Context: an optimization exercise on an open-source flow, tuned for small area, a short achievable clock period and few clock cycles. The choices shown serve that exercise and are no tape-out recipe. At most, simulation tests tie the RTL to the original design; equivalence was not proved. For runs 6 and 7, only the layout was checked, not whether the RTL still works. Power figures rest on the tool's default switching activity, not on a simulated workload.

File: config.mk
export PLATFORM = sky130hd
export DESIGN_NAME = sme
export DESIGN_NICKNAME = sme
export VERILOG_FILES = /design/flow/design.v
export SDC_FILE = /design/flow/constraint.sdc
export NUM_CORES = 4
export LEC_CHECK = 0
export CAP_MARGIN = 20
export CORE_MARGIN = 2
export CORE_UTILIZATION = 40
export SLEW_MARGIN = 20
File: design.v
package sme_pkg;
    typedef logic [7:0] char_t;
    localparam char_t char_any   = 8'h2E;  
    localparam char_t char_head  = 8'h5E;  
    localparam char_t char_tail  = 8'h24;  
    localparam char_t char_space = 8'h20;
    typedef enum logic [1:0] {
        st_idle = 2'd0,
        st_scan = 2'd1,
        st_done = 2'd2
    } engine_state_t;
endpackage
module sme #(
    parameter int max_string_len  = 32,
    parameter int max_pattern_len = 8
) (
    input  logic                                 clk,
    input  logic                                 reset,
    input  sme_pkg::char_t                       chardata,
    input  logic                                 isstring,
    input  logic                                 ispattern,
    output logic                                 valid,
    output logic                                 match,
    output logic [$clog2(max_string_len)-1:0]    match_index
);
    localparam int N     = max_string_len;
    localparam int P     = max_pattern_len;
    localparam int idx_w = $clog2(N);
    localparam int len_w = $clog2(N + 1);
    localparam int cnt_w = $clog2(P + 1);
    sme_pkg::char_t   mem [N];
    logic [len_w-1:0] str_len;
    logic             isstring_d;
    logic [N:0]   at_len;    
    logic [N-1:0] in_str;    
    logic [N-1:0] is_sp;     
    logic [N-1:0] eq;        
    logic [N-1:0] we;
    always_comb begin
        for (int j = 0; j <= N; j++) at_len[j] = (str_len == len_w'(j));
        for (int j = 0; j < N; j++) begin
            in_str[j] = (str_len > len_w'(j));
            is_sp[j]  = (mem[j] == sme_pkg::char_space);
            eq[j]     = (mem[j] == chardata);
            we[j]     = isstring && (isstring_d ? at_len[j] : (j == 0));
        end
    end
    always_ff @(posedge clk or posedge reset) begin
        if (reset) begin
            isstring_d <= 1'b0;
            str_len    <= '0;
        end else begin
            isstring_d <= isstring;
            if (isstring) begin
                if (!isstring_d) str_len <= len_w'(1);
                else if (str_len != len_w'(N)) str_len <= str_len + 1'b1;
            end
        end
    end
    always_ff @(posedge clk) begin
        for (int j = 0; j < N; j++) begin
            if (we[j]) mem[j] <= chardata;
        end
    end
    logic [N:0]       e_vec;
    logic [cnt_w-1:0] raw_cnt;    
    logic [cnt_w-1:0] core_cnt;   
    logic             last_tail;  
    logic             tail_found;
    logic [idx_w-1:0] tail_idx;
    logic p_first, p_keep, c_dot, c_head, c_tail;
    logic [N:0] e_next, head_init, tail_mask, tail_vec;
    assign p_first = ispattern && (raw_cnt == '0);
    assign p_keep  = ispattern && (raw_cnt != cnt_w'(P));
    assign c_dot   = (chardata == sme_pkg::char_any);
    assign c_head  = (chardata == sme_pkg::char_head);
    assign c_tail  = (chardata == sme_pkg::char_tail);
    always_comb begin
        head_init[0] = 1'b1;
        e_next[0]    = 1'b0;
        for (int j = 1; j <= N; j++) begin
            head_init[j] = in_str[j-1] && is_sp[j-1];
            e_next[j]    = e_vec[j-1] && in_str[j-1] && (c_dot || eq[j-1]);
        end
        for (int j = 0; j < N; j++) tail_mask[j] = at_len[j] || (in_str[j] && is_sp[j]);
        tail_mask[N] = at_len[N];
        tail_vec = e_vec & tail_mask;
    end
    function automatic logic [len_w-1:0] first_set(input logic [N:0] v);
        first_set = '0;
        for (int j = N; j >= 0; j--) begin
            if (v[j]) first_set = len_w'(j);
        end
    endfunction
    logic [len_w-1:0] tail_pos, core_pos;
    assign tail_pos = first_set(tail_vec);
    assign core_pos = first_set(e_vec);
    always_ff @(posedge clk or posedge reset) begin
        if (reset) begin
            raw_cnt <= '0;
        end else if (!ispattern) begin
            raw_cnt <= '0;
        end else if (p_keep) begin
            raw_cnt <= raw_cnt + 1'b1;
        end
    end
    always_ff @(posedge clk) begin
        if (!ispattern) begin
            e_vec    <= '1;
            core_cnt <= '0;
        end else if (p_keep) begin
            if (p_first && c_head) begin
                e_vec <= head_init;
            end else begin
                e_vec    <= e_next;
                core_cnt <= core_cnt + 1'b1;
            end
            last_tail  <= c_tail;
            tail_found <= |tail_vec;
            tail_idx   <= (|tail_vec) ? idx_w'(tail_pos - len_w'(core_cnt)) : '0;
        end
    end
    always_ff @(posedge clk or posedge reset) begin
        if (reset) begin
            valid       <= 1'b0;
            match       <= 1'b0;
            match_index <= '0;
        end else begin
            valid <= !ispattern && (raw_cnt != '0);
            if (last_tail) begin
                match       <= tail_found;
                match_index <= tail_idx;
            end else begin
                match       <= |e_vec;
                match_index <= (|e_vec) ? idx_w'(core_pos - len_w'(core_cnt)) : '0;
            end
        end
    end
endmodule
File: run.sh
#!/bin/bash
# synth_recipe.tcl (not shown) runs the flow's synth.tcl, then flattens the netlist and writes it again
# the make line also repeats each setting of config.mk as NAME=value (left out here)
make -C /OpenROAD-flow-scripts/flow DESIGN_CONFIG=/design/flow/config.mk WORK_HOME=/design/flow/orfs CLKGATE_MAP_FILE= SYNTH_SCRIPT=/design/flow/synth_recipe.tcl finish
File: constraint.sdc
create_clock -name core_clock -period 10.0 [get_ports {clk}]
set_input_delay 2.0000 -clock core_clock [delete_from_list [all_inputs] [get_ports {clk}]]
set_output_delay 2.0000 -clock core_clock [all_outputs]
set_load 0.01 [all_outputs]
==> results of run 1 <==
worst register-to-register path, cell delays in order, from the launching register on:
cell and delay (ns):
dfrtp_1 0.74, inv_1 0.16, ha_1 0.51, nand2b_1 0.36
a2111oi_0 0.73, o21ai_1 0.26, o2111ai_1 0.25, nor4_1 0.09
a31oi_1 0.25, ha_1 0.20, inv_1 0.06, fa_1 0.39
a21o_1 0.18, a21o_1 0.20, o2111ai_1 0.12, o311ai_2 0.13
flip-flops by register name (all words and copies together), names as in the netlist:
signal       flops
match_index      5
tail_idx         5
raw_cnt          4
match            1
mem            256
core_cnt         4
str_len          6
valid            1
e_vec           33
tail_found       1
last_tail        1
isstring_d       1
per-stage QoR:
step	cell area, um^2	hold slack [ns]	power [mW]	setup WS [ns]	cells
5_1_grt	18270	0.4801	3.355	4.842	1970
3_3_place_gp	17030	0.4444	1.892	5.204	1904
2_1_floorplan	16390	0.4282	1.772	6.159	1411
3_5_place_dp	17030	0.4440	1.897	5.155	1904
4_1_cts	18260	0.4472	3.256	5.193	1970
6_report	18270	0.4473	3.228	5.101	1970
cell usage in the layout (no fill, tap or decap), drive strengths merged, types with 12 or more instances in the layout:
cell	Yosys	final
or4b	15	15
nand2	83	83
dfrtp	18	18
clkbuf	49	49
nor4b	22	22
o21a	13	13
inv	29	31
nor4	44	44
nor2	80	80
dfxtp	37	37
o21ai	67	67
xnor2	199	199
o2111ai	15	15
nor3	16	16
or4	17	17
buf	27	27
ha	15	15
edfxtp	263	263
nand4	77	77
nand3	43	43
a211oi	12	12
a21oi	44	44
xor2	67	67
and3	19	19
power groups by stage:
stage	Sequential [mW]	Clock [mW]	Combinational [mW]
2_1_floorplan	1.53	0	0.245
3_3_place_gp	1.54	0	0.349
3_5_place_dp	1.54	0	0.354
4_1_cts	1.52	1.39	0.355
5_1_grt	1.52	1.44	0.390
6_report	1.52	1.35	0.355
layout make-up:
| class | count | area (um^2) | share of cell area [%] |
|---|---|---|---|
| clock buffers | 49 | 1011 | 5.535 |
| clock inverters | 17 | 215.2 | 1.178 |
| inverters | 29 | 108.9 | 0.5959 |
| multi-input cells | 988 | 6874 | 37.63 |
| flip-flops and latches | 318 | 9089 | 49.76 |
| well taps | 532 | 665.6 | 3.644 |
| repair buffers | 37 | 302.8 | 1.658 |
cell families after synthesis:
group | synth area share [%]
buffers and inverters | 2.726
adder cells (fa/ha/maj) | 1.390
flip-flops | 55.47
XOR/XNOR | 14.22
AND/OR/NAND/NOR | 16.61
AO/OA/AOI/OAI | 9.591
metal layers:
| metal | part of all wire [%] | wire [um] | vias to the layer above | GRT usage (%) |
|---|---|---|---|---|
| met2 | 48 | 21240 | 399 | 35.46 |
| met4 | 2.7 | 1213 | 0 | 6.837 |
| li1 | - | - | 5306 | - |
| met5 | 0 | 0 | - | 0 |
| met1 | 44 | 19320 | 5641 | 28.63 |
| met3 | 5.9 | 2600 | 75 | 3.248 |
path summary, 6_finish.rpt:
kind | end | cells after the start | slack [ns] | from
max | tail_idx[4]$_SDFFCE_PN0P_ | 15 | 5.10 | str_len[0]$_DFFE_PP0P_
min | match_index[0]$_DFF_PP0_ | 2 | 0.45 | tail_idx[0]$_SDFFCE_PN0P_
max reg2reg | tail_idx[4]$_SDFFCE_PN0P_ | 15 | 5.10 | str_len[0]$_DFFE_PP0P_
min reg2reg | match_index[0]$_DFF_PP0_ | 2 | 0.45 | tail_idx[0]$_SDFFCE_PN0P_
max in group asynchronous | valid$_DFF_PP0_ | 2 | 7.55 | reset
min in group asynchronous | str_len[1]$_DFFE_PP0P_ | 2 | 1.92 | reset
==> run notes, run 1 <==
* Outcome: no timing/DRC/antenna violations
* Root buf cell: clkbuf_16
* Initial Utilization at 40.31%
* Share of layout cells above drive strength 1 at 7.789%
* Distinct cells, synth at 86
* Die Y-Extent at 206.4 um
* Cell Area, Synth at 16390 um^2
* Port-buffer cells at 18
* Worst slew pin tran at 1.178 ns
* Arr. time, crit path at 5.16 ns
* Synth top cells by count: edfxtp_1, xnor2_1, nand2_1
* Crit path largest cell delay at 0.74 ns
* Fmax at 204.1 MHz
* Ant diodes at 0
* Die Width at 206.4 um
* Syn_nets at 1440
* Util after Layout at 44.94%
* Synth warnings at 2
* DRT Pass-1 Iters at 5
* Post-Route WL at 44380 um
* Slew margin rel. at 21.20%
* Register bit count reported by yosys at 318
* Register share of total power at 47.0%
* Setup Skew at 0.02818 ns
* Tmin final at 4.899 ns
* Global-route wire length before repair at 68900 um
* Endpoints failing setup at 0
* Post-cts gate resize count at 0
* Area leader, netlist: edfxtp_1
* Final net count at 1439
* Final hold vios at 0
* Vias/cell at 5.797
* Net Sw Frac at 24.21%
* Max Cap Viol at 0
* WL/cell at 22.53 um
* Residual DRC count at 0
* Combinational share of power at 11.0%
* Number of synthesized flops with an enable pin at 263
* Seq/Total Area, Yosys at 55.47%
* Worst ir drop on vdd at 0.09055 mV
* Main flop type after synthesis: edfxtp_1
* Hpwl dp at 29830 um
* Post-synth top area share at 48.20%
* Worst skew pair latency at 0.54 ns
* Hold_buf cts at 0
* PD cells at 176.7 nW/um^2
* Initial antenna violation count at 0
* Buffer count from post-CTS setup fixing at 0
* CTS Buf Count at 36
* RSZ-0062 raised after global routing: no
* Slowest cell on crit path: dfrtp_1
* CP max FO at 17
* Clk pin slew, worst setup/hold paths at 0.06 ns
* Largest net degree at the start of global routing at 48
* Worst setup SP type: flip-flop
* CTS max path bufs at 3
* Total number of vias at 11420
* Kind of cell adding the most delay to the critical path: compound AO/OA/AOI/OAI gates
* HP Class: flip-flop to flip-flop
* Worst path required time at 10.26 ns
* Cell internal pwr at 2.446 mW
* GRT Residual Overflow at 0
* DIE AREA at 42600 um^2
* Iter 0 DRT Violations at 1194
* TritonCTS clock tree: done
* Area Overhead vs Synth at 11.48%
* Clock power share at 42.0%
* Ys async rst share at 5.660%
* Leakage at 5.847 nW
* Post-DRT Antenna Nets at 0
* RePlAce Congestion at 0.9703
* IO Pins at 19
* Slew Viols, Final at 0
* Syn Area/Cell at 11.61 um^2
* FILL cells at 3650
* # H-tree levels at 2
* CP endpoint kind: flip-flop
* Setup TNS at 0 ns
* Vias in the first global route at 11370
* CORE AREA at 40650 um^2
* Tot GR Track Use at 21.35%
* Synth area leaders: edfxtp_1, xnor2_1, dfxtp_1
* Net Sw Power at 0.7814 mW
* CP Class: flip-flop to flip-flop
* Cell with the most instances after synthesis: edfxtp_1
* Crit path cell chain: inv_1, ha_1, nand2b_1, a2111oi_0, o21ai_1, o2111ai_1, nor4_1, a31oi_1, ha_1, inv_1, fa_1, a21o_1, a21o_1, o2111ai_1, o311ai_2
* Final Cycle Share at 48.99%
* Site Rows at 74
* CP bufs+invs at 2
* Mapped Cells at 1411
* CTS sink cnt at 318
Testbench counts, summed over its fixed seeds: cycles 8,566.
==> run 2: changes to the inputs <==
--- a/config.mk
+++ b/config.mk
@@ -10,2 +10,3 @@
 export CORE_UTILIZATION = 40
+export SETUP_SLACK_MARGIN = 5
 export SLEW_MARGIN = 20
==> run notes, run 2 <==
* Main flop type after synthesis: edfxtp_1
* CTS Buf Count at 36
* GRT Residual Overflow at 0
* Vias in the first global route at 11370
* Share of layout cells above drive strength 1 at 7.928%
* CORE AREA at 40650 um^2
* Total number of vias at 11430
* Post-synth top area share at 48.20%
* Die Width at 206.4 um
* Post-Route WL at 44360 um
* Seq/Total Area, Yosys at 55.47%
* Iter 0 DRT Violations at 1191
* Setup Skew at 0.02851 ns
* Worst setup SP type: flip-flop
* Fin cells at 1970
* CP Class: flip-flop to flip-flop
* Worst path required time at 10.26 ns
* Syn Area/Cell at 11.61 um^2
* Synth top cells by count: edfxtp_1, xnor2_1, nand2_1
* Final net count at 1439
* CP endpoint kind: flip-flop
* Root buf cell: clkbuf_16
* Buffer count from post-CTS setup fixing at 0
* Outcome: no timing/DRC/antenna violations
* Vias/cell at 5.801
* CTS sink cnt at 318
* Placement Cell Area at 17030 um^2
* RePlAce Congestion at 0.9703
* Area Overhead vs Synth at 11.50%
* Initial antenna violation count at 0
* TritonCTS clock tree: done
* Final Cycle Share at 47.00%
* Util after Layout at 44.95%
* Slew margin rel. at 20.44%
* Post-DRT Antenna Nets at 0
* Distinct cells, synth at 86
* Global-route wire length before repair at 68900 um
* Post-route cell area at 18270 um^2
* Synth area leaders: edfxtp_1, xnor2_1, dfxtp_1
* Final hold vios at 0
* Largest net degree at the start of global routing at 48
* Max reg flops at 256
* Cell with the most instances after synthesis: edfxtp_1
* Hold_buf cts at 0
* CTS max path bufs at 3
* Initial Utilization at 40.31%
* R2R cell count at 16
* Biggest register: mem
* PD cells at 176.8 nW/um^2
* Commonest cells after routing, fill and taps aside: edfxtp_1, xnor2_1, nand2_1
* CP max FO at 17
* Synth warnings at 2
* Area leader, netlist: edfxtp_1
* DRT Pass-1 Iters at 6
* Die Y-Extent at 206.4 um
* Setup TNS at 0 ns
* Syn_nets at 1440
* RSZ-0062 raised after global routing: no
* Worst ir drop on vdd at 0.09073 mV
* Biggest regs: mem (256), e_vec (33), str_len (6)
* Worst slew pin tran at 1.189 ns
* Clk pin slew, worst setup/hold paths at 0.06 ns
* Dpl cells at 1904
* Ys async rst share at 5.660%
* Endpoints failing setup at 0
* Tot GR Track Use at 21.35%
* WL/cell at 22.52 um
* Slew Viols, Final at 0
* Number of synthesized flops with an enable pin at 263
* # H-tree levels at 2
* DIE AREA at 42600 um^2
* Fmax at 212.8 MHz
* IO Pins at 19
* Arr. time, crit path at 4.96 ns
* Register bit count reported by yosys at 318
* Mapped Cells at 1411
* Hpwl dp at 29830 um
* Post-cts gate resize count at 0
* Place WS at 5.155 ns
* Setup ws final at 5.300 ns
* Cell Area, Synth at 16390 um^2
* Ant diodes at 0
* Max Cap Viol at 0
* Port-buffer cells at 18
* Residual DRC count at 0
* Leakage at 5.845 nW
* Commonest non-fill, non-tap cell in the layout: edfxtp_1
* Site Rows at 74
* Worst skew pair latency at 0.54 ns
* HP Class: flip-flop to flip-flop
* Hold Path Cell Cnt at 2
* Tmin final at 4.700 ns
==> run 2: cell counts after synthesis <==
No cell type changed its count.
==> run 2: logic make-up after synthesis <==
logic type / share of synthesized area, %
simple gates: 16.61
buf+inv: 2.726
xor+xnor: 14.22
compound gates: 9.591
fa+ha+maj: 1.390
flops: 55.47
==> run 2: metal layers <==
metal  wire length [um]  share of wire [%]  global-route usage [%]
met5                  0                  0                       0
met4               1250                2.8                   6.837
met3               2511                5.7                   3.248
met2              21260                 48                   35.46
met1              19340                 44                   28.63
==> run 2: through the flow <==
stage               hold slack (ns)  power [mW]
CTS                          0.4472       3.256
finish                       0.4473       3.230
global route                 0.4801       3.355
floorplan                    0.4282       1.772
detailed placement           0.4440       1.897
global placement             0.4444       1.892
==> run 2: path summary, 6_finish.rpt <==
| path | start | endpoint | slack, ns |
|---|---|---|---|
| setup reg to reg | str_len[1]$_DFFE_PP0P_ | tail_idx[4]$_SDFFCE_PN0P_ | 5.30 |
| hold / removal | tail_idx[0]$_SDFFCE_PN0P_ | match_index[0]$_DFF_PP0_ | 0.45 |
| hold reg to reg | tail_idx[0]$_SDFFCE_PN0P_ | match_index[0]$_DFF_PP0_ | 0.45 |
| setup / recovery | str_len[1]$_DFFE_PP0P_ | tail_idx[4]$_SDFFCE_PN0P_ | 5.30 |
| max in group asynchronous | reset | str_len[0]$_DFFE_PP0P_ | 7.53 |
| min in group asynchronous | reset | isstring_d$_DFF_PP0_ | 1.92 |
==> run 2: cell type report <==
cell class | count | area [um^2]
Tap cell | 532 | 665.6
Timing Repair Buffer | 37 | 302.8
Inverter | 29 | 108.9
Clock inverter | 17 | 215.2
Multi-Input combinational cell | 988 | 6875
Clock buffer | 49 | 1011
Fill cell | 3647 | 22380
Sequential cell | 318 | 9091
==> run 2: power breakdown <==
group	switching (mW)	leakage, nW	internal (mW)
sequential	0.0421	2.92	1.48
clock	0.518	0.601	0.839
combinational	0.223	2.33	0.132
==> run 2: worst max-delay path, stage by stage, from the launching register on <==
cell       delay (ns)
dfrtp_2          0.53
inv_1            0.16
ha_1             0.67
and2b_1          0.35
o21ai_1          0.22
a32o_1           0.29
a2111oi_0        0.38
o31a_1           0.22
nor4_1           0.06
a31oi_1          0.26
ha_1             0.20
inv_1            0.06
fa_1             0.39
a21o_1           0.18
a21o_1           0.20
o2111ai_1        0.12
o311ai_2         0.13
==> run 3: changes to the inputs <==
--- a/config.mk
+++ b/config.mk
@@ -7,2 +7,3 @@
 export LEC_CHECK = 0
+export ABC_CLOCK_PERIOD_IN_PS = 2000
 export CAP_MARGIN = 20
==> run notes, run 3 <==
* Register bit count reported by yosys at 318
* Leakage at 5.845 nW
* # H-tree levels at 2
* TritonCTS clock tree: done
* Biggest regs: mem (256), e_vec (33), str_len (6)
* Highest metal used: met4
* Synth top cells by count: edfxtp_1, xnor2_1, nand2_1
* Vias in the first global route at 11370
* CTS sink cnt at 318
* Combinational share of power at 11.0%
* Hpwl dp at 29830 um
* Ant diodes at 0
* WL/cell at 22.52 um
* Root buf cell: clkbuf_16
* Final hold vios at 0
* Hold_buf cts at 0
* Slew Viols, Final at 0
* Site Rows at 74
* WL met2 at 21260 um
* Distinct cells, synth at 86
* Reg2Reg Setup Slack at 5.30 ns
* Worst ir drop on vdd at 0.09073 mV
* Cell with the most instances after synthesis: edfxtp_1
* Worst flop-to-flop path endpoint: tail_idx[4]$_SDFFCE_PN0P_
* HP Class: flip-flop to flip-flop
* R2R cell count at 16
* Crit path largest cell delay at 0.67 ns
* Net Sw Frac at 24.25%
* PD cells at 176.8 nW/um^2
* Post-DRT Antenna Nets at 0
* Largest net degree at the start of global routing at 48
* Setup TNS at 0 ns
* Final Cycle Share at 47.00%
* Final net count at 1439
* Commonest non-fill, non-tap cell in the layout: edfxtp_1
* Commonest cells after routing, fill and taps aside: edfxtp_1, xnor2_1, nand2_1
* Seq/Total Area, Yosys at 55.47%
* CP Class: flip-flop to flip-flop
* Syn_nets at 1440
* Arr. time, crit path at 4.96 ns
* Post-synth top area share at 48.20%
* CTS Buf Count at 36
* Tmin final at 4.700 ns
* Total number of vias at 11430
* Clock power share at 42.0%
* Initial Utilization at 40.31%
* Slew margin rel. at 20.44%
* Global-route wire length before repair at 68900 um
* Worst skew pair latency at 0.54 ns
* Worst setup SP type: flip-flop
* Syn Area/Cell at 11.61 um^2
* Register share of total power at 47.0%
* RePlAce Congestion at 0.9703
* Net Sw Power at 0.7835 mW
* Area Overhead vs Synth at 11.50%
* Cell internal pwr at 2.447 mW
* Fmax at 212.8 MHz
* Die Width at 206.4 um
* Buffer count from post-CTS setup fixing at 0
* Residual DRC count at 0
* Crit path cell chain: inv_1, ha_1, and2b_1, o21ai_1, a32o_1, a2111oi_0, o31a_1, nor4_1, a31oi_1, ha_1, inv_1, fa_1, a21o_1, a21o_1, o2111ai_1, o311ai_2
* Min Hold Slack at 0.4473 ns
* DIE AREA at 42600 um^2
* GRT Residual Overflow at 0
* Post-cts gate resize count at 0
* Number of synthesized flops with an enable pin at 263
* Mapped Cells at 1411
* Main flop type after synthesis: edfxtp_1
* RSZ-0062 raised after global routing: no
* CP max FO at 17
* Worst path required time at 10.26 ns
* CP endpoint kind: flip-flop
* Biggest register: mem
* Ys async rst share at 5.660%
* Port-buffer cells at 18
* Tot GR Track Use at 21.35%
* Worst slew pin tran at 1.189 ns
* Endpoints failing setup at 0
* Area leader, netlist: edfxtp_1
* Clk pin slew, worst setup/hold paths at 0.06 ns
* Cell Area, Synth at 16390 um^2
* Post-Route WL at 44360 um
* Vias/cell at 5.801
* DRT Pass-1 Iters at 6
* R2r startpoint: str_len[1]$_DFFE_PP0P_
* CORE AREA at 40650 um^2
* Max Cap Viol at 0
* FILL cells at 3647
* Outcome: no timing/DRC/antenna violations
* Iter 0 DRT Violations at 1191
* IO Pins at 19
* Setup Skew at 0.02851 ns
* Met1 WL at 19340 um
* Share of layout cells above drive strength 1 at 7.928%
* Met3 wire len at 2511 um
* Worst Setup SP: str_len[1]$_DFFE_PP0P_
* Synth warnings at 2
* CTS max path bufs at 3
* Synth area leaders: edfxtp_1, xnor2_1, dfxtp_1
* Max reg flops at 256
* Die Y-Extent at 206.4 um
* Critical path endpoint: tail_idx[4]$_SDFFCE_PN0P_
* Initial antenna violation count at 0
* Slowest cell on crit path: ha_1
[run 3: cell counts in the layout (fill, tap and decap cells not counted)]
No cell type changed its count.
[run 3: cells by family (layout without fill, tap and decap cells)]
family                   Yosys count  after routing  synth area share, %
flip-flops                       318            318                55.47
AO/OA/AOI/OAI                    233            233                9.591
AND/OR/NAND/NOR                  472            472                16.61
XOR/XNOR                         266            266                14.22
buffers and inverters            105            132                2.726
adder cells (fa/ha/maj)           17             17                1.390
[run 3: metrics by stage]
stage | setup slack, ns | cell area, um^2 | std cells | utilization, % | power [mW]
CTS | 5.193 | 18260 | 1970 | 44.91 | 3.256
global route | 5.030 | 18270 | 1970 | 44.95 | 3.355
floorplan | 6.159 | 16390 | 1411 | - | 1.772
finish | 5.300 | 18270 | 1970 | 44.95 | 3.230
global placement | 5.204 | 17030 | 1904 | 41.89 | 1.892
detailed placement | 5.155 | 17030 | 1904 | 41.90 | 1.897
[run 3: final cells by class]
type | instances | area [um^2] | area share, %
Sequential cell | 318 | 9091 | 49.76
Tap cell | 532 | 665.6 | 3.643
Clock inverter | 17 | 215.2 | 1.178
Clock buffer | 49 | 1011 | 5.533
Multi-Input combinational cell | 988 | 6875 | 37.63
Inverter | 29 | 108.9 | 0.5958
Timing Repair Buffer | 37 | 302.8 | 1.657
[run 3: how the worst min path moves through the flow]
| stage | from | end | slack, ns | cells after the start |
|---|---|---|---|---|
| after floorplan | tail_idx[0]$_SDFFCE_PN0P_ | match_index[0]$_DFF_PP0_ | 0.43 | 2 |
| after global placement | tail_idx[0]$_SDFFCE_PN0P_ | match_index[0]$_DFF_PP0_ | 0.44 | 2 |
| after detailed placement | tail_idx[0]$_SDFFCE_PN0P_ | match_index[0]$_DFF_PP0_ | 0.44 | 2 |
| after CTS | tail_idx[0]$_SDFFCE_PN0P_ | match_index[0]$_DFF_PP0_ | 0.45 | 2 |
| after global routing | tail_idx[0]$_SDFFCE_PN0P_ | match_index[0]$_DFF_PP0_ | 0.48 | 2 |
| final | tail_idx[0]$_SDFFCE_PN0P_ | match_index[0]$_DFF_PP0_ | 0.45 | 2 |
[run 3: per-layer routing]
| layer | GRT usage (%) | vias up |
|---|---|---|
| met5 | 0 | - |
| met1 | 28.63 | 5680 |
| met3 | 3.248 | 82 |
| met2 | 35.46 | 365 |
| met4 | 6.837 | 0 |
| li1 | - | 5301 |
[run 3: power by group through the flow]
stage	clock (mW)	sequential [mW]	combinational, mW
final	1.36	1.52	0.355
after CTS	1.39	1.52	0.355
after detailed placement	0	1.54	0.354
after global routing	1.44	1.52	0.390
after global placement	0	1.54	0.349
after floorplan	0	1.53	0.245
[run 3: critical path: cells and delay by family, from the launching register on]
family          cells  cell delay (ns)
compound gates      9             2.00
fa+ha+maj           3             1.26
buf+inv             2             0.22
flops               1             0.53
simple gates        2             0.41
==> run 4: changes to the inputs <==
==> flow/run.sh (new file) <==
#!/bin/bash
# Standard ORFS layout, with repair_timing aiming for extra setup slack.
set -euo pipefail
bash standard.sh SETUP_SLACK_MARGIN=6 finish > standard_flow.log 2>&1
==> standard.sh (new file) <==
#!/bin/bash
# synth_recipe.tcl (not shown) runs the flow's synth.tcl, then flattens the netlist and writes it again
# the make line also repeats each setting of config.mk as NAME=value (left out here)
make -C /OpenROAD-flow-scripts/flow DESIGN_CONFIG=/design/flow/config.mk WORK_HOME=/design/flow/orfs CLKGATE_MAP_FILE= SYNTH_SCRIPT=/design/flow/synth_recipe.tcl "${@:-finish}"
--- a/config.mk
+++ b/config.mk
@@ -7,3 +7,2 @@
 export LEC_CHECK = 0
-export ABC_CLOCK_PERIOD_IN_PS = 2000
 export CAP_MARGIN = 20
@@ -11,3 +10,2 @@
 export CORE_UTILIZATION = 40
-export SETUP_SLACK_MARGIN = 5
 export SLEW_MARGIN = 20
removed: run.sh
==> run notes, run 4 <==
* Outcome: no timing/DRC/antenna violations
* PD cells at 176.5 nW/um^2
* Biggest register: mem
* Root buf cell: clkbuf_16
* Final net count at 1450
* Setup Skew at 0.02978 ns
* Crit path cell chain: clkdlybuf4s50_1, and2_1, nand2_1, nor4_1, buf_4
* Main flop type after synthesis: edfxtp_1
* TritonCTS clock tree: done
* Worst slew pin tran at 0.8555 ns
* Arr. time, crit path at 4.27 ns
* Slew Viols, Final at 0
* Commonest non-fill, non-tap cell in the layout: edfxtp_1
* CTS sink cnt at 318
* CP Class: input port to flip-flop
* CTS Buf Count at 36
* Hpwl dp at 29830 um
* IO Pins at 19
* Seq/Total Area, Yosys at 55.47%
* Largest net degree at the start of global routing at 48
* Synth area leaders: edfxtp_1, xnor2_1, dfxtp_1
* CP bufs+invs at 2
* Post-DRT Antenna Nets at 0
* Number of synthesized flops with an enable pin at 263
* Setup ws final at 5.954 ns
* Place WS at 5.155 ns
* Register bit count reported by yosys at 318
* Worst setup SP type: input port
* Clk pin slew, worst setup/hold paths at 0.05 ns
* Ys async rst share at 5.660%
* GRT Residual Overflow at 0
* Slew margin rel. at 42.90%
* WL/cell at 22.61 um
* Area Overhead vs Synth at 12.78%
* Crit path largest cell delay at 0.58 ns
* RePlAce Congestion at 0.9703
* Global-route wire length before repair at 69230 um
* Worst skew pair latency at 0.54 ns
* Vias in the first global route at 11410
* Tmin final at 4.046 ns
* Cell with the most instances after synthesis: edfxtp_1
* Commonest cells after routing, fill and taps aside: edfxtp_1, xnor2_1, nand2_1
* DIE AREA at 42600 um^2
* Residual DRC count at 0
* Highest metal used: met4
* Fmax at 247.1 MHz
* Tot GR Track Use at 21.43%
* Max Cap Viol at 0
* Met3 wire len at 2468 um
* Vias/cell at 5.853
* Syn Area/Cell at 11.61 um^2
* Port-buffer cells at 18
* Final hold vios at 0
* CP endpoint kind: flip-flop
* Mapped Cells at 1411
* Die Y-Extent at 206.4 um
* Synth warnings at 2
* Leakage at 5.912 nW
* RSZ-0062 raised after global routing: yes
* Slowest cell on crit path: clkdlybuf4s50_1
* # H-tree levels at 2
* CP max FO at 8
* CTS max path bufs at 3
* Initial antenna violation count at 0
* DRT Pass-1 Iters at 5
* Syn_nets at 1440
* Ant diodes at 0
* Site Rows at 74
* Worst path required time at 10.23 ns
* Post-synth top area share at 48.20%
* CORE AREA at 40650 um^2
* Die Width at 206.4 um
* Biggest regs: mem (256), e_vec (33), str_len (6)
* Met1 WL at 19580 um
* Iter 0 DRT Violations at 1212
* WL met2 at 21510 um
* Setup TNS at 0 ns
* Area leader, netlist: edfxtp_1
* Worst ir drop on vdd at 0.09047 mV
* Share of layout cells above drive strength 1 at 10.21%
* HP Class: flip-flop to flip-flop
* Synth top cells by count: edfxtp_1, xnor2_1, nand2_1
* Distinct cells, synth at 86
* Kind of cell adding the most delay to the critical path: simple AND/OR/NAND/NOR gates
* Endpoints failing setup at 0
* Final Cycle Share at 40.46%
* Initial Utilization at 40.31%
* Total number of vias at 11600
* Max reg flops at 256
* Reg2Reg Setup Slack at 5.96 ns
* Post-Route WL at 44790 um
* Cell Area, Synth at 16390 um^2
run 4: layout make-up:
type                            instances  area, um^2
Fill cell                            3613       22170
Sequential cell                       318        9092
Tap cell                              532       665.6
Clock buffer                           49        1011
Multi-Input combinational cell        988        6989
Inverter                               29       108.9
Clock inverter                         17       215.2
Timing Repair Buffer                   48       396.6
run 4: worst min-delay path: stages, from the launching register on:
cell      delay (ns)
edfxtp_1        0.32
nand2_1         0.05
o31ai_1         0.05
run 4: cells by family after synthesis:
group	count (synthesis)	synth area share [%]
and+or+nand+nor	472	16.61
DFF	318	55.47
xor gates and xnor gates	266	14.22
AOI/OAI and AO/OA	233	9.591
buffers and inverters	105	2.726
adders and majority gates	17	1.390
run 4: path summary, 6_finish.rpt:
kind,startpoint,to,depth (start not counted)
hold / removal,tail_idx[0]$_SDFFCE_PN0P_,match_index[0]$_DFF_PP0_,2
setup reg to reg,mem[6][0]$_DFFE_PP_,tail_idx[4]$_SDFFCE_PN0P_,14
max in group asynchronous,reset,str_len[0]$_DFFE_PP0P_,2
min in group asynchronous,reset,str_len[1]$_DFFE_PP0P_,2
setup / recovery,isstring,mem[8][1]$_DFFE_PP_,5
hold reg to reg,tail_idx[0]$_SDFFCE_PN0P_,match_index[0]$_DFF_PP0_,2
run 4: report_power, final:
part           leakage, nW  internal, mW  switching, mW
Combinational         2.39         0.154          0.239
Sequential            2.92          1.48         0.0373
Clock                0.601         0.839          0.516
Total                 5.91          2.47          0.792
run 4: per-stage QoR:
stage	area (um^2)	total power [mW]	utilization (%)	hold WS [ns]	cells
6_report	18480	3.262	45.46	0.4477	1981
5_1_grt	18480	3.389	45.46	0.4801	1981
4_1_cts	18360	3.275	45.16	0.4472	1975
3_5_place_dp	17030	1.897	41.90	0.4440	1904
3_3_place_gp	17030	1.892	41.89	0.4444	1904
2_1_floorplan	16390	1.772	-	0.4282	1411
run 4: what timing repair did:
item,4_1_cts,5_1_grt
resized for setup,15,20
buffers inserted,5,6
pin swaps,1,3
hold buffers,0,0
endpoints found under the setup margin,51,53
run 4: routing by layer:
metal | track usage, % | up-vias
met5 | 0 | -
met2 | 35.70 | 398
met3 | 3.437 | 75
met1 | 28.54 | 5794
met4 | 6.837 | 0
li1 | - | 5328
==> run 5: changes to the inputs <==
==> flow/run.sh (replaced) <==
#!/bin/bash
# Standard ORFS layout, with repair_timing aiming for extra setup slack.
set -euo pipefail
bash standard.sh SETUP_SLACK_MARGIN=7 finish > standard_flow.log 2>&1
==> run notes, run 5 <==
* Outcome: no timing/DRC/antenna violations
* Slew Viols, Final at 0
* Crit path cell chain: inv_4, ha_4, buf_12, buf_4, nand3b_1, a211oi_1, o21ai_1, nand4_1, o2111ai_1, a21oi_2, o311a_1, ha_1, a21o_1, a21o_1, o2111ai_2, o311ai_2
* Area leader, netlist: edfxtp_1
* Slew margin rel. at 41.33%
* Clk pin slew, worst setup/hold paths at 0.07 ns
* Largest net degree at the start of global routing at 47
* CTS max path bufs at 3
* # H-tree levels at 2
* R2R cell count at 16
* Most frequent cell on the critical path: a21o_1
* Ant diodes at 0
* Tot Pwr at 3.495 mW
* CP endpoint kind: flip-flop
* Cell with the most instances after synthesis: edfxtp_1
* Initial antenna violation count at 0
* PD cells at 165.3 nW/um^2
* Leakage at 7.042 nW
* Residual DRC count at 0
* Arr. time, crit path at 4.10 ns
* Synth warnings at 2
* Fmax at 261.7 MHz
* Initial Utilization at 40.31%
* Post-synth top area share at 48.20%
* Worst skew pair latency at 0.55 ns
* Final hold vios at 0
* Setup Skew at 0.02069 ns
* FILL cells at 3389
* Max Cap Viol at 0
* GRT Residual Overflow at 0
* Worst Min Path Start: tail_idx[4]$_SDFFCE_PN0P_
* Tot GR Track Use at 24.41%
* Synth area leaders: edfxtp_1, xnor2_1, dfxtp_1
* CTS Buf Count at 35
* Worst setup SP type: flip-flop
* Post-Route WL at 52800 um
* Worst ir drop on vdd at 0.08807 mV
* Iter 0 DRT Violations at 1255
* Share of layout cells above drive strength 1 at 25.59%
* Seq/Total Area, Yosys at 55.47%
* Hold EP: match_index[4]$_DFF_PP0_
* Vias in the first global route at 12370
* Vias/cell at 6.020
* Util after Layout at 52.02%
* Syn Area/Cell at 11.61 um^2
* WL/cell at 25.30 um
* Crit path largest cell delay at 0.54 ns
* Synth top cells by count: edfxtp_1, xnor2_1, nand2_1
* Die Width at 206.4 um
* R2r startpoint: str_len[0]$_DFFE_PP0P_
* Endpoints failing setup at 0
* Ys async rst share at 5.660%
* TritonCTS clock tree: done
* Hpwl dp at 29130 um
* HP Class: flip-flop to flip-flop
* Slowest cell on crit path: dfrtp_4
* Mapped Cells at 1411
* CORE AREA at 40650 um^2
* Commonest cells after routing, fill and taps aside: edfxtp_1, xnor2_1, nand4_1
* Total number of vias at 12560
* IO Pins at 19
* Hold Path Cell Cnt at 2
* Syn_nets at 1440
* Place WS at 5.001 ns
* Max reg flops at 256
* Final net count at 1560
* CTS sink cnt at 318
* Tmin final at 3.821 ns
* Worst flop-to-flop path endpoint: tail_idx[4]$_SDFFCE_PN0P_
* Commonest non-fill, non-tap cell in the layout: edfxtp_1
* Cell Area, Synth at 16390 um^2
* Site Rows at 74
* Area Overhead vs Synth at 29.05%
* Worst slew pin tran at 0.8774 ns
* RePlAce Congestion at 0.9679
* CP max FO at 7
* Root buf cell: clkbuf_16
* Die Y-Extent at 206.4 um
* Setup ws final at 6.179 ns
* Main flop type after synthesis: edfxtp_1
* Distinct cells, synth at 86
* Reg2Reg Setup Slack at 6.18 ns
* Post-DRT Antenna Nets at 0
* Register bit count reported by yosys at 318
* Worst path required time at 10.28 ns
* Number of synthesized flops with an enable pin at 263
* DRT Pass-1 Iters at 6
* Final Cycle Share at 38.21%
* Biggest register: mem
* Biggest regs: mem (256), e_vec (33), str_len (6)
* RSZ-0062 raised after global routing: yes
* Setup TNS at 0 ns
* Global-route wire length before repair at 76820 um
* Port-buffer cells at 18
* DIE AREA at 42600 um^2
* CP Class: flip-flop to flip-flop
run 5: cell types whose count changed in the layout (fill, tap and decap cells not counted), sizes merged:
cell | before | now
buf | 38 | 145
clkdlybuf4s50 | 9 | 1
bufbuf | 0 | 7
clkinvlp | 0 | 5
clkbuf | 50 | 46
clkinv | 10 | 7
bufinv | 5 | 6
clkdlybuf4s15 | 0 | 1
inv | 31 | 30
or2 | 4 | 5
run 5: worst max path at each step:
stage,start,to,slack [ns],cells past startpoint
global route,str_len[4]$_DFFE_PP0P_,tail_idx[4]$_SDFFCE_PN0P_,6.14,13
detailed placement,chardata[6],e_vec[20]$_SDFFE_PN1P_,5.00,8
CTS,str_len[0]$_DFFE_PP0P_,tail_idx[4]$_SDFFCE_PN0P_,6.30,17
floorplan,chardata[7],e_vec[13]$_SDFFE_PN1P_,6.61,7
finish,str_len[0]$_DFFE_PP0P_,tail_idx[4]$_SDFFCE_PN0P_,6.18,16
global placement,chardata[6],e_vec[20]$_SDFFE_PN1P_,5.14,8
run 5: what timing repair did:
action | 4_1_cts | 5_1_grt
buffers inserted | 83 | 23
hold buffers | 0 | 0
setup endpoints to repair | 315 | 186
resized for setup | 220 | 99
pin swaps | 39 | 44
gates cloned | 13 | 4
run 5: logic make-up (layout without fill, tap and decap cells):
family                   after synthesis  in the layout  share of synthesized area, %
AND/OR/NAND/NOR                      472            473                         16.61
XOR/XNOR                             266            266                         14.22
flip-flops                           318            318                         55.47
AO/OA/AOI/OAI                        233            233                         9.591
buffers and inverters                105            248                         2.726
adder cells (fa/ha/maj)               17             17                         1.390
run 5: stage by stage:
step,std cells,instance area (um^2),hold slack (ns)
final,2087,21150,0.4593
after global routing,2087,21150,0.4778
after CTS,2060,20490,0.4589
after detailed placement,1903,17300,0.4417
after global placement,1903,17300,0.4408
after floorplan,1411,16770,0.4282
run 5: power by group:
group | switching [mW] | total (mW) | leakage [nW] | internal, mW
Clock | 0.532 | 1.39 | 0.599 | 0.858
Combinational | 0.321 | 0.590 | 3.53 | 0.269
Sequential | 0.0376 | 1.51 | 2.91 | 1.48
run 5: layout make-up:
| cell class | instances | area [um^2] | share of cell area, % |
|---|---|---|---|
| Sequential cell | 318 | 9111 | 43.09 |
| Tap cell | 532 | 665.6 | 3.148 |
| Clock inverter | 19 | 261.5 | 1.237 |
| Timing Repair Buffer | 158 | 2213 | 10.47 |
| Multi-Input combinational cell | 989 | 7789 | 36.83 |
| Inverter | 29 | 120.1 | 0.5680 |
| Clock buffer | 42 | 984.7 | 4.657 |
run 5: routing by layer:
metal  track usage (%)  part of all wire, %
met1             32.49                   40
met2             38.33                   46
met3             4.778                  8.9
met4             11.51                  5.0
met5                 0                    0
run 5: worst max-delay path, delay by kind of cell (launching register included):
| kind | cells | cell delay [ns] |
|---|---|---|
| buffers and inverters | 3 | 0.38 |
| AOI/OAI and AO/OA | 9 | 1.72 |
| DFF | 1 | 0.54 |
| adders and majority gates | 2 | 0.51 |
| and+or+nand+nor | 2 | 0.38 |
==> run 6: changes to the inputs <==
--- a/design.v
+++ b/design.v
@@ -67,7 +67,8 @@
     logic [cnt_w-1:0] core_cnt;   
+    logic             head_pend;
     logic             last_tail;  
     logic             tail_found;
-    logic [idx_w-1:0] tail_idx;
+    logic [idx_w-1:0] tail_pos;   
     logic p_first, p_keep, c_dot, c_head, c_tail;
-    logic [N:0] e_next, head_init, tail_mask, tail_vec;
+    logic [N:0] cur, step_ok, e_next, head_ok, tail_mask, tail_vec;
     assign p_first = ispattern && (raw_cnt == '0);
@@ -78,21 +79,21 @@
     always_comb begin
-        head_init[0] = 1'b1;
-        e_next[0]    = 1'b0;
-        for (int j = 1; j <= N; j++) begin
-            head_init[j] = in_str[j-1] && is_sp[j-1];
-            e_next[j]    = e_vec[j-1] && in_str[j-1] && (c_dot || eq[j-1]);
+        head_ok[0] = 1'b1;
+        for (int j = 1; j <= N; j++) head_ok[j] = in_str[j-1] && is_sp[j-1];
+        cur = e_vec & (head_pend ? head_ok : '1);
+        for (int j = 0; j < N; j++) begin
+            step_ok[j]   = cur[j] && in_str[j];
+            tail_mask[j] = at_len[j] || (in_str[j] && is_sp[j]);
         end
-        for (int j = 0; j < N; j++) tail_mask[j] = at_len[j] || (in_str[j] && is_sp[j]);
+        step_ok[N]   = 1'b0;
         tail_mask[N] = at_len[N];
-        tail_vec = e_vec & tail_mask;
+        e_next[0] = 1'b0;
+        for (int j = 1; j <= N; j++) e_next[j] = step_ok[j-1] && (c_dot || eq[j-1]);
+        tail_vec = cur & tail_mask;
     end
-    function automatic logic [len_w-1:0] first_set(input logic [N:0] v);
+    function automatic logic [idx_w-1:0] first_set(input logic [N+1:0] v);
         first_set = '0;
-        for (int j = N; j >= 0; j--) begin
-            if (v[j]) first_set = len_w'(j);
+        for (int j = N + 1; j >= 0; j--) begin
+            if (v[j]) first_set = idx_w'(j);
         end
     endfunction
-    logic [len_w-1:0] tail_pos, core_pos;
-    assign tail_pos = first_set(tail_vec);
-    assign core_pos = first_set(e_vec);
     always_ff @(posedge clk or posedge reset) begin
@@ -108,10 +109,12 @@
         if (!ispattern) begin
-            e_vec    <= '1;
-            core_cnt <= '0;
+            e_vec     <= '1;
+            core_cnt  <= '0;
+            head_pend <= 1'b0;
         end else if (p_keep) begin
             if (p_first && c_head) begin
-                e_vec <= head_init;
+                head_pend <= 1'b1;
             end else begin
-                e_vec    <= e_next;
-                core_cnt <= core_cnt + 1'b1;
+                e_vec     <= e_next;
+                core_cnt  <= core_cnt + 1'b1;
+                head_pend <= 1'b0;
             end
@@ -119,5 +122,9 @@
             tail_found <= |tail_vec;
-            tail_idx   <= (|tail_vec) ? idx_w'(tail_pos - len_w'(core_cnt)) : '0;
+            tail_pos   <= first_set({tail_vec, 1'b0});
         end
     end
+    logic             res_found;
+    logic [idx_w-1:0] res_pos;
+    assign res_found = last_tail ? tail_found : |cur;
+    assign res_pos   = last_tail ? tail_pos : first_set({1'b0, cur});
     always_ff @(posedge clk or posedge reset) begin
@@ -128,10 +135,5 @@
         end else begin
-            valid <= !ispattern && (raw_cnt != '0);
-            if (last_tail) begin
-                match       <= tail_found;
-                match_index <= tail_idx;
-            end else begin
-                match       <= |e_vec;
-                match_index <= (|e_vec) ? idx_w'(core_pos - len_w'(core_cnt)) : '0;
-            end
+            valid       <= !ispattern && (raw_cnt != '0);
+            match       <= res_found;
+            match_index <= res_found ? res_pos - idx_w'(core_cnt) : '0;
         end
==> flow/run.sh (replaced) <==
#!/bin/bash
# Standard ORFS layout, with repair_timing aiming for extra setup slack.
set -euo pipefail
bash standard.sh SETUP_SLACK_MARGIN=6 ABC_AREA=1 finish > standard_flow.log 2>&1
==> run notes, run 6 <==
* Placement Cell Area at 16930 um^2
* CTS max path bufs at 3
* FILL cells at 3697
* CP bufs+invs at 2
* Main flop type after synthesis: edfxtp_1
* HP Class: flip-flop to flip-flop
* Fin cells at 2247
* Residual DRC count at 0
* Kind of cell adding the most delay to the critical path: simple AND/OR/NAND/NOR gates
* Total number of vias at 12410
* Global-route wire length before repair at 68040 um
* Area Overhead vs Synth at 14.50%
* Max Cap Viol at 0
* Die Y-Extent at 205.3 um
* Synth area leaders: edfxtp_1, nand2_1, xnor2_1
* TritonCTS clock tree: done
* Area leader, netlist: edfxtp_1
* Tot GR Track Use at 21.03%
* Post-DRT Antenna Nets at 0
* DRT Pass-1 Iters at 6
* Distinct cells, synth at 45
* Slew Viols, Final at 0
* Endpoints failing setup at 0
* Reg2Reg Setup Slack at 5.73 ns
* Worst Min Path Start: core_cnt[2]$_SDFFE_PN0P_
* Setup Skew at 0.01545 ns
* IO Pins at 19
* Worst Setup SP: str_len[5]$_DFFE_PP0P_
* Commonest cells after routing, fill and taps aside: nand2_1, edfxtp_1, xnor2_1
* CTS sink cnt at 319
* Worst flop-to-flop path endpoint: match_index[4]$_DFF_PP0_
* CORE AREA at 39820 um^2
* Worst skew pair latency at 0.52 ns
* RePlAce Congestion at 0.9962
* Crit path largest cell delay at 0.49 ns
* CTS Buf Count at 36
* Ys async rst share at 5.643%
* Most frequent cell on the critical path: nand2_1
* Post-synth top area share at 48.73%
* Ant diodes at 0
* Synth warnings at 2
* Initial Utilization at 40.70%
* Vias in the first global route at 12060
* Initial antenna violation count at 0
* Hold Path Cell Cnt at 2
* CP endpoint kind: flip-flop
* Biggest regs: mem (256), e_vec (33), str_len (6)
* Seq/Total Area, Yosys at 56.20%
* Area of the multi-input gates at 6655 um^2
* Cell Area, Synth at 16210 um^2
* Root buf cell: clkbuf_16
* Synth top cells by count: nand2_1, edfxtp_1, xnor2_1
* Setup TNS at 0 ns
* Cell with the most instances after synthesis: nand2_1
* Arr. time, crit path at 4.71 ns
* DIE AREA at 42150 um^2
* Sequential Area at 9116 um^2
* PD cells at 168.2 nW/um^2
* Post-route cell area at 18560 um^2
* CP max FO at 7
* Post-Route WL at 44420 um
* Share of layout cells above drive strength 1 at 14.00%
* Fmax at 234.1 MHz
* GRT Residual Overflow at 0
* CP Class: flip-flop to flip-flop
* Leakage at 6.835 nW
* Site Rows at 73
* Syn_nets at 1686
* Tmin final at 4.272 ns
* Register bit count reported by yosys at 319
* Syn Area/Cell at 9.752 um^2
* Slew margin rel. at 31.49%
* Hpwl dp at 29600 um
* Clk pin slew, worst setup/hold paths at 0.06 ns
* Worst setup SP type: flip-flop
* Outcome: no timing/DRC/antenna violations
* Largest net degree at the start of global routing at 63
* Final net count at 1721
* Iter 0 DRT Violations at 997
* Dpl cells at 2163
* Biggest register: mem
* Final hold vios at 0
* R2r startpoint: str_len[5]$_DFFE_PP0P_
* Commonest non-fill, non-tap cell in the layout: nand2_1
* Vias/cell at 5.522
* Hold EP: core_cnt[2]$_SDFFE_PN0P_
* Port-buffer cells at 18
* Hold_buf cts at 0
* Worst slew pin tran at 1.015 ns
* R2R cell count at 37
* Worst path required time at 10.44 ns
* # H-tree levels at 2
* RSZ-0062 raised after global routing: yes
* Max reg flops at 256
* Mapped Cells at 1662
* Slowest cell on crit path: dfrtp_2
* Die Width at 205.3 um
* Final Cycle Share at 42.72%
* WL/cell at 19.77 um
* Number of synthesized flops with an enable pin at 263
* Worst ir drop on vdd at 0.1345 mV
## run 6: cell count changes after synthesis, moves of 34 or more
cell	before	now
xor2_1	67	33
or2_2	1	61
nand2_1	82	367
nand3_1	43	98
xnor2_1	199	131
inv_1	28	111
nor2_1	79	119
## run 6: worst max-delay path by stage
stage	end	slack (ns)	cells after the start
floorplan	match_index[4]$_DFF_PP0_	6.09	46
global placement	e_vec[19]$_SDFFE_PN1P_	4.83	10
detailed placement	e_vec[31]$_SDFFE_PN1P_	4.81	10
CTS	match_index[4]$_DFF_PP0_	5.71	43
global route	match_index[4]$_DFF_PP0_	5.39	45
finish	match_index[4]$_DFF_PP0_	5.73	37
## run 6: power breakdown
part,internal (mW),switching (mW)
combinational,0.109,0.219
clock,0.796,0.501
sequential,1.47,0.0232
## run 6: final cells by class
class / instances / share of cell area [%]
clock buffers: 56 / 5.650
flip-flops and latches: 319 / 49.12
inverters: 125 / 2.731
clock inverters: 7 / 0.5866
repair buffers: 56 / 2.508
well taps: 525 / 3.540
multi-input cells: 1159 / 35.86
## run 6: cell families after synthesis
logic type / after synthesis / share of synthesized area (%)
simple gates: 802 / 22.63
fa+ha+maj: 12 / 0.9727
compound gates: 181 / 7.048
flops: 319 / 56.20
xor+xnor: 164 / 8.862
buf+inv: 184 / 4.284
## run 6: through the flow
stage          utilization [%]  power, mW  hold slack, ns  setup WS (ns)
6_report                 46.60      3.121          0.4991          5.728
5_1_grt                  46.60      3.234          0.5246          5.394
4_1_cts                  45.99      3.126          0.4963          5.711
3_5_place_dp             42.51      1.812          0.4802          4.809
3_3_place_gp             42.48      1.810          0.4739          4.829
2_1_floorplan                -      1.700          0.4504          6.090
## run 6: worst reg2reg max path: cells and delay by family, from the launching register on
family	cells	cell delay, ns
AO/OA/AOI/OAI	3	0.47
adder cells (fa/ha/maj)	2	0.58
buffers and inverters	2	0.21
flip-flops	1	0.49
AND/OR/NAND/NOR	30	2.46
## run 6: metal layers
layer | vias up | track usage [%] | routed length (um)
li1 | 5866 | - | -
met1 | 6021 | 28.74 | 19950
met2 | 430 | 34.36 | 20530
met3 | 91 | 2.993 | 2637
met4 | 0 | 7.169 | 1295
met5 | - | 0 | 0
## run 6: repair_timing
| action | in CTS | in global routing |
|---|---|---|
| pin swaps | 2 | 11 |
| buffers inserted | 15 | 6 |
| setup endpoints to repair | 69 | 92 |
| gates resized for setup | 37 | 58 |
==> run 7: changes to the inputs <==
==> flow/run.sh (replaced) <==
#!/bin/bash
# Standard ORFS layout, with repair_timing aiming for extra setup slack.
set -euo pipefail
bash standard.sh SETUP_SLACK_MARGIN=6  finish > standard_flow.log 2>&1
==> run notes, run 7 <==
* Outcome: no timing/DRC/antenna violations
* Root buf cell: clkbuf_16
* Total number of vias at 11630
* Worst slew pin tran at 0.9060 ns
* Post-DRT Antenna Nets at 0
* Global-route wire length before repair at 69060 um
* IO Pins at 19
* PD cells at 175.1 nW/um^2
* Biggest regs: mem (256), e_vec (33), str_len (6)
* Synth area leaders: edfxtp_1, xnor2_1, dfxtp_1
* Dpl cells at 1909
* Seq/Total Area, Yosys at 55.84%
* Post-synth top area share at 48.42%
* Max reg flops at 256
* CTS max path bufs at 3
* Commonest cells after routing, fill and taps aside: edfxtp_1, xnor2_1, nand2_1
* Endpoints failing setup at 0
* Number of synthesized flops with an enable pin at 263
* Tmin final at 3.984 ns
* FILL cells at 3603
* Largest net degree at the start of global routing at 46
* Fmax at 251.0 MHz
* Area of the multi-input gates at 6977 um^2
* Util after Layout at 46.58%
* Register bit count reported by yosys at 319
* Syn Area/Cell at 11.48 um^2
* Worst ir drop on vdd at 0.09597 mV
* CORE AREA at 40010 um^2
* Clk pin slew, worst setup/hold paths at 0.06 ns
* Hold_buf cts at 0
* Setup TNS at 0 ns
* Residual DRC count at 0
* RePlAce Congestion at 0.9072
* Main flop type after synthesis: edfxtp_1
* Worst path required time at 10.45 ns
* Fin cells at 1996
* Commonest non-fill, non-tap cell in the layout: edfxtp_1
* Post-route cell area at 18640 um^2
* Cell Area, Synth at 16310 um^2
* Slew margin rel. at 38.75%
* Mapped Cells at 1421
* Setup ws final at 6.016 ns
* Synth top cells by count: edfxtp_1, xnor2_1, nand2_1
* Synth warnings at 2
* Slew Viols, Final at 0
* Iter 0 DRT Violations at 1074
* Hpwl dp at 29130 um
* RSZ-0062 raised after global routing: yes
* CTS Buf Count at 36
* Tot GR Track Use at 21.51%
* Die Y-Extent at 205.9 um
* Share of layout cells above drive strength 1 at 10.82%
* Initial antenna violation count at 3
* HP Class: flip-flop to flip-flop
* Sequential Area at 9111 um^2
* Max Cap Viol at 0
* CP Class: flip-flop to flip-flop
* GRT Residual Overflow at 0
* Cell with the most instances after synthesis: edfxtp_1
* Tot Pwr at 3.263 mW
* Syn_nets at 1445
* Distinct cells, synth at 82
* Area leader, netlist: edfxtp_1
* Met3 wire len at 2938 um
* DRT Pass-1 Iters at 5
* Placement Cell Area at 17000 um^2
* CP max FO at 32
* Final hold vios at 0
* Arr. time, crit path at 4.43 ns
* Initial Utilization at 40.77%
* CP endpoint kind: flip-flop
* DIE AREA at 42410 um^2
* Setup Skew at 0.01813 ns
* Die Width at 205.9 um
* Met1 WL at 19940 um
* Vias in the first global route at 11430
* Final Cycle Share at 39.84%
* Worst setup SP type: flip-flop
* Vias/cell at 5.828
* TritonCTS clock tree: done
* Min Hold Slack at 0.4676 ns
* Leakage at 5.958 nW
* Post-Route WL at 45290 um
* # H-tree levels at 2
* Highest metal used: met4
* WL/cell at 22.69 um
* Area Overhead vs Synth at 14.25%
* Final net count at 1467
* Port-buffer cells at 18
* CTS sink cnt at 319
* Ys async rst share at 5.643%
* Biggest register: mem
* Place WS at 4.993 ns
* Site Rows at 73
* WL met2 at 21240 um
* Worst skew pair latency at 0.53 ns
-- run 7: cell types whose count changed after synthesis, moves of 15 or more --
cell	previous run	this run
o41ai_1	24	1
nor4b_1	0	30
and2_1	0	16
nor2_1	119	71
or2_2	61	7
xor2_1	33	58
inv_1	111	28
nand3_1	98	42
o211ai_1	5	20
a21oi_1	23	38
nand2_1	367	108
xnor2_1	131	206
-- run 7: layout make-up --
type                       instances  area share [%]
tap                              525           3.525
clock buffer                      44           5.270
timing repair buffer              57           2.826
inverter                          29          0.6042
antenna                            2         0.02685
sequential                       319           48.89
clock inverter                    20           1.423
multi-input combinational       1000           37.44
-- run 7: path summary, 6_finish.rpt --
path | cells after the start | slack, ns | endpoint | start
max in group asynchronous | 2 | 7.53 | str_len[0]$_DFFE_PP0P_ | reset
hold reg to reg | 2 | 0.47 | e_vec[11]$_SDFFE_PN1P_ | e_vec[11]$_SDFFE_PN1P_
hold / removal | 2 | 0.47 | e_vec[11]$_SDFFE_PN1P_ | e_vec[11]$_SDFFE_PN1P_
min in group asynchronous | 2 | 1.91 | match$_DFF_PP0_ | reset
setup reg to reg | 14 | 6.02 | match_index[4]$_DFF_PP0_ | str_len[5]$_DFFE_PP0P_
setup / recovery | 14 | 6.02 | match_index[4]$_DFF_PP0_ | str_len[5]$_DFFE_PP0P_
-- run 7: metal layers --
metal	up-vias	track usage [%]
li1	5384	-
met1	5744	29.22
met2	419	34.95
met3	85	3.595
met4	0	7.270
met5	-	0
-- run 7: report_power, final --
part	total, mW	switching (mW)	internal, mW
clock	1.38	0.524	0.857
combinational	0.386	0.244	0.142
sequential	1.50	0.0196	1.48
-- run 7: timing repair --
| item | in CTS | in global routing |
|---|---|---|
| setup endpoints to repair | 10 | 21 |
| cloned | 1 | 0 |
| pin swaps | 7 | 6 |
| resized for setup | 29 | 29 |
| setup buffers | 17 | 3 |
-- run 7: kinds of logic after synthesis --
kind of cell	share of synthesized area [%]
compound gates	10.55
xor+xnor	14.18
fa+ha+maj	0.9665
buf+inv	2.478
flops	55.84
simple gates	15.99
-- run 7: worst max-delay path: stages, from the launching register on --
cell,delay [ns]
dfrtp_1,0.35
buf_4,0.25
a21o_2,0.33
o211ai_1,0.30
a21oi_1,0.22
nor2_1,0.21
o311ai_0,0.17
a41o_1,0.29
a211oi_1,0.42
o21ai_1,0.22
fa_1,0.47
a21o_1,0.20
a21o_1,0.18
and3_1,0.14
nor3_1,0.13
==> run 8: changes to the inputs <==
--- a/design.v
+++ b/design.v
@@ -37,2 +37,3 @@
     logic [N-1:0] eq;        
+    logic [N-1:0] we_sel;    
     logic [N-1:0] we;
@@ -44,3 +45,4 @@
             eq[j]     = (mem[j] == chardata);
-            we[j]     = isstring && (isstring_d ? at_len[j] : (j == 0));
+            we_sel[j] = isstring_d ? at_len[j] : (j == 0);
+            we[j]     = isstring && we_sel[j];
         end
@@ -107,2 +109,4 @@
     end
+    logic head_first;
+    assign head_first = p_first && c_head;
     always_ff @(posedge clk) begin
@@ -113,9 +117,5 @@
         end else if (p_keep) begin
-            if (p_first && c_head) begin
-                head_pend <= 1'b1;
-            end else begin
-                e_vec     <= e_next;
-                core_cnt  <= core_cnt + 1'b1;
-                head_pend <= 1'b0;
-            end
+            e_vec      <= e_next | {(N+1){head_first}};
+            core_cnt   <= core_cnt + cnt_w'(!head_first);
+            head_pend  <= head_first;
             last_tail  <= c_tail;
@@ -127,4 +127,4 @@
     logic [idx_w-1:0] res_pos;
-    assign res_found = last_tail ? tail_found : |cur;
-    assign res_pos   = last_tail ? tail_pos : first_set({1'b0, cur});
+    assign res_found = last_tail ? tail_found : (head_pend || (|e_vec));
+    assign res_pos   = last_tail ? tail_pos : (head_pend ? '0 : first_set({1'b0, e_vec}));
     always_ff @(posedge clk or posedge reset) begin
==> flow/run.sh (replaced) <==
#!/bin/bash
# Standard ORFS layout, with repair_timing aiming for extra setup slack.
set -euo pipefail
bash standard.sh SETUP_SLACK_MARGIN=6.5 finish > standard_flow.log 2>&1
==> run notes, run 8 <==
* Commonest non-fill, non-tap cell in the layout: edfxtp_1
* Endpoints failing setup at 0
* Ant diodes at 0
* Iter 0 DRT Violations at 1347
* Vias/cell at 5.823
* Die Width at 205.9 um
* Final net count at 1475
* CTS sink cnt at 319
* Clk pin slew, worst setup/hold paths at 0.06 ns
* Number of synthesized flops with an enable pin at 263
* Post-DRT Antenna Nets at 0
* PD cells at 169.2 nW/um^2
* CORE AREA at 40010 um^2
* WP depth at 9
* CP endpoint kind: flip-flop
* Post-synth top area share at 48.45%
* Min Hold Slack at 0.4973 ns
* Worst path required time at 10.26 ns
* Mux cell area share after synthesis at 0%
* Hold EP: core_cnt[0]$_SDFFE_PN0P_
* Kind of cell adding the most delay to the critical path: simple AND/OR/NAND/NOR gates
* Die Y-Extent at 205.9 um
* Reg2Reg Setup Slack at 6.53 ns
* Cell Area, Synth at 16300 um^2
* Worst ir drop on vdd at 0.09317 mV
* R2r startpoint: str_len[5]$_DFFE_PP0P_
* Tmin final at 3.467 ns
* Slew margin rel. at 40.73%
* Cell with the most instances after synthesis: edfxtp_1
* Commonest cells after routing, fill and taps aside: edfxtp_1, xor2_1, nand2_1
* Worst slew pin tran at 0.8857 ns
* Mapped Cells at 1412
* Worst flop-to-flop path endpoint: tail_pos[1]$_SDFFCE_PP0P_
* Most frequent cell on the critical path: o21ai_1
* Residual DRC count at 0
* GRT Residual Overflow at 0
* Post-Synth Simple-Gate Area at 15.41%
* Final hold vios at 0
* Vias in the first global route at 11310
* Worst skew pair latency at 0.54 ns
* Crit path largest cell delay at 0.65 ns
* Register bit count reported by yosys at 319
* Setup TNS at 0 ns
* Port-buffer cells at 18
* Syn Area/Cell at 11.55 um^2
* Site Rows at 73
* IO Pins at 19
* HP Class: flip-flop to flip-flop
* R2R cell count at 9
* Crit path cell chain: buf_4, nor2_1, o21ai_1, and3_1, o21ai_1, and2_1, nand3_1, a211oi_1, o41ai_2
* Hold Path Cell Cnt at 2
* Syn_nets at 1438
* RePlAce Congestion at 0.9785
* CP max FO at 26
* Adder-Cell Fraction of Synth Area at 1.121%
* Dpl cells at 1901
* Leakage at 6.455 nW
* Outcome: no timing/DRC/antenna violations
* Fmax at 288.4 MHz
* Hpwl dp at 29290 um
* Largest family of logic cells by synthesized area: simple AND/OR/NAND/NOR gates
* Global-route wire length before repair at 68350 um
* Biggest regs: mem (256), e_vec (33), str_len (6)
* DRT Pass-1 Iters at 7
* WL/cell at 23.00 um
* Final Cycle Share at 34.67%
* Root buf cell: clkbuf_16
* Area leader, netlist: edfxtp_1
* Slew Viols, Final at 0
* CP bufs+invs at 1
* Post-Synth XOR/XNOR Area at 14.13%
* TritonCTS clock tree: done
* Seq/Total Area, Yosys at 55.88%
* Largest net degree at the start of global routing at 49
* Worst Min Path Start: core_cnt[0]$_SDFFE_PN0P_
* Synth area leaders: edfxtp_1, xor2_1, dfxtp_1
* Synth warnings at 2
* Setup Skew at 0.01420 ns
* Synth top cells by count: edfxtp_1, xor2_1, nor2_1
* Distinct cells, synth at 87
* Arr. time, crit path at 3.73 ns
* Hold_buf cts at 0
* Initial antenna violation count at 0
* CTS Buf Count at 36
* Total number of vias at 11640
* Tot Pwr at 3.221 mW
* CP Class: flip-flop to flip-flop
* # H-tree levels at 2
* Worst setup SP type: flip-flop
* Initial Utilization at 40.75%
* Biggest register: mem
* Main flop type after synthesis: edfxtp_1
* CTS max path bufs at 3
* Max reg flops at 256
* Share of layout cells above drive strength 1 at 12.76%
* Max Cap Viol at 0
* Ys async rst share at 5.643%
* RSZ-0062 raised after global routing: yes
* Post-Route WL at 45950 um
* Slowest cell on crit path: nor2_1
* Synth Area in Compound Gates at 10.63%
* Tot GR Track Use at 21.38%
* DIE AREA at 42380 um^2
* Area Overhead vs Synth at 16.79%
* Fin cells at 1998
[run 8: layout make-up]
class	count	area, um^2
fillers	3579	20970
flip-flops and latches	319	9114
multi-input cells	985	7028
clock buffers	41	950.9
repair buffers	71	842.1
well taps	525	656.9
clock inverters	21	312.8
inverters	36	135.1
[run 8: metrics by stage]
step	cell area, um^2	utilization (%)	setup WS (ns)
4_1_cts	18710	46.77	6.316
2_1_floorplan	16370	-	6.451
5_1_grt	19040	47.59	6.457
3_5_place_dp	16950	42.38	5.320
3_3_place_gp	16950	42.38	5.381
6_report	19040	47.59	6.533
[run 8: worst max-delay path by stage]
| stage | start | to | slack [ns] |
|---|---|---|---|
| 5_1_grt | chardata[1] | e_vec[29]$_SDFFE_PN1P_ | 6.46 |
| 4_1_cts | chardata[3] | e_vec[29]$_SDFFE_PN1P_ | 6.32 |
| 3_3_place_gp | chardata[6] | e_vec[29]$_SDFFE_PN1P_ | 5.38 |
| 2_1_floorplan | chardata[3] | core_cnt[2]$_SDFFE_PN0P_ | 6.45 |
| 3_5_place_dp | chardata[6] | e_vec[29]$_SDFFE_PN1P_ | 5.32 |
| 6_report | str_len[5]$_DFFE_PP0P_ | tail_pos[1]$_SDFFCE_PP0P_ | 6.53 |
[run 8: metal layers]
layer	GRT usage [%]	vias up	share of wire, %
li1	-	5348	-
met1	29.36	5745	44
met2	33.75	440	46
met3	3.248	102	6.2
met4	9.184	0	4.0
met5	0	-	0
[run 8: worst min-delay path: cells and delay by family (launching register included)]
family,cells,cell delay (ns)
AOI/OAI and AO/OA,1,0.06
DFF,1,0.33
and+or+nand+nor,1,0.06
[run 8: logic make-up (layout without fill, tap and decap cells)]
logic type / Yosys count / in the layout
AOI/OAI and AO/OA: 253 / 253
adders and majority gates: 14 / 14
xor gates and xnor gates: 263 / 263
DFF: 319 / 319
buffers and inverters: 108 / 169
and+or+nand+nor: 455 / 455
[run 8: where the power goes]
group          internal (mW)  total, mW  switching [mW]
clock network          0.888       1.42           0.527
registers               1.47       1.50          0.0302
logic                  0.114      0.307           0.193
[run 8: what timing repair did]
action / in CTS / in global routing
gates cloned: 2 / 3
buffers inserted: 9 / 21
gates resized for setup: 91 / 32
setup endpoints to repair: 295 / 58
pin swaps: 2 / 7
Testbench counts of run 8, summed over its fixed seeds: cycles 8,566.

## separate check: timing with driven ports
Ports are ideal in the flow. The routed layouts listed here were re-timed in OpenROAD.
Step 1 assumes that a clkbuf_16 drives the clock port and a buf_2 every other input.
Step 2 times the ports against the registers' clock, not the clock port: input delays grow and output delays shrink by t, the midpoint of the rising clock arrivals with the driver on.
a / b / c = ideal ports / drivers / drivers and shift; a / b = the first two.
run | shift t [ns] | setup WS [ns] | hold WS [ns] | worst setup path at the end
run 1 | 0.577 | 5.101 / 5.101 / 5.011 | 0.447 / 0.447 / 0.447 | input to register
run 2 | 0.577 | 5.300 / 5.300 / 5.017 | 0.447 / 0.447 / 0.447 | input to register
run 3 | 0.577 | 5.300 / 5.300 / 5.017 | 0.447 / 0.447 / 0.447 | input to register
run 4 | 0.575 | 5.954 / 5.964 / 5.391 | 0.448 / 0.448 / 0.448 | input to register
run 5 | 0.597 | 6.179 / 6.179 / 6.014 | 0.459 / 0.459 / 0.459 | input to register
run 6 | 0.567 | 5.728 / 5.728 / 5.505 | 0.499 / 0.499 / 0.499 | input to register
run 7 | 0.573 | 6.016 / 6.016 / 5.568 | 0.468 / 0.468 / 0.468 | input to register
run 8 | 0.588 | 6.533 / 6.494 / 5.906 | 0.497 / 0.497 / 0.497 | input to register
After both steps setup and hold are still met in every run listed. For run 8, which loses most, drivers alone change the setup slack by -0.039 ns; drivers and shift together by -0.627 ns.
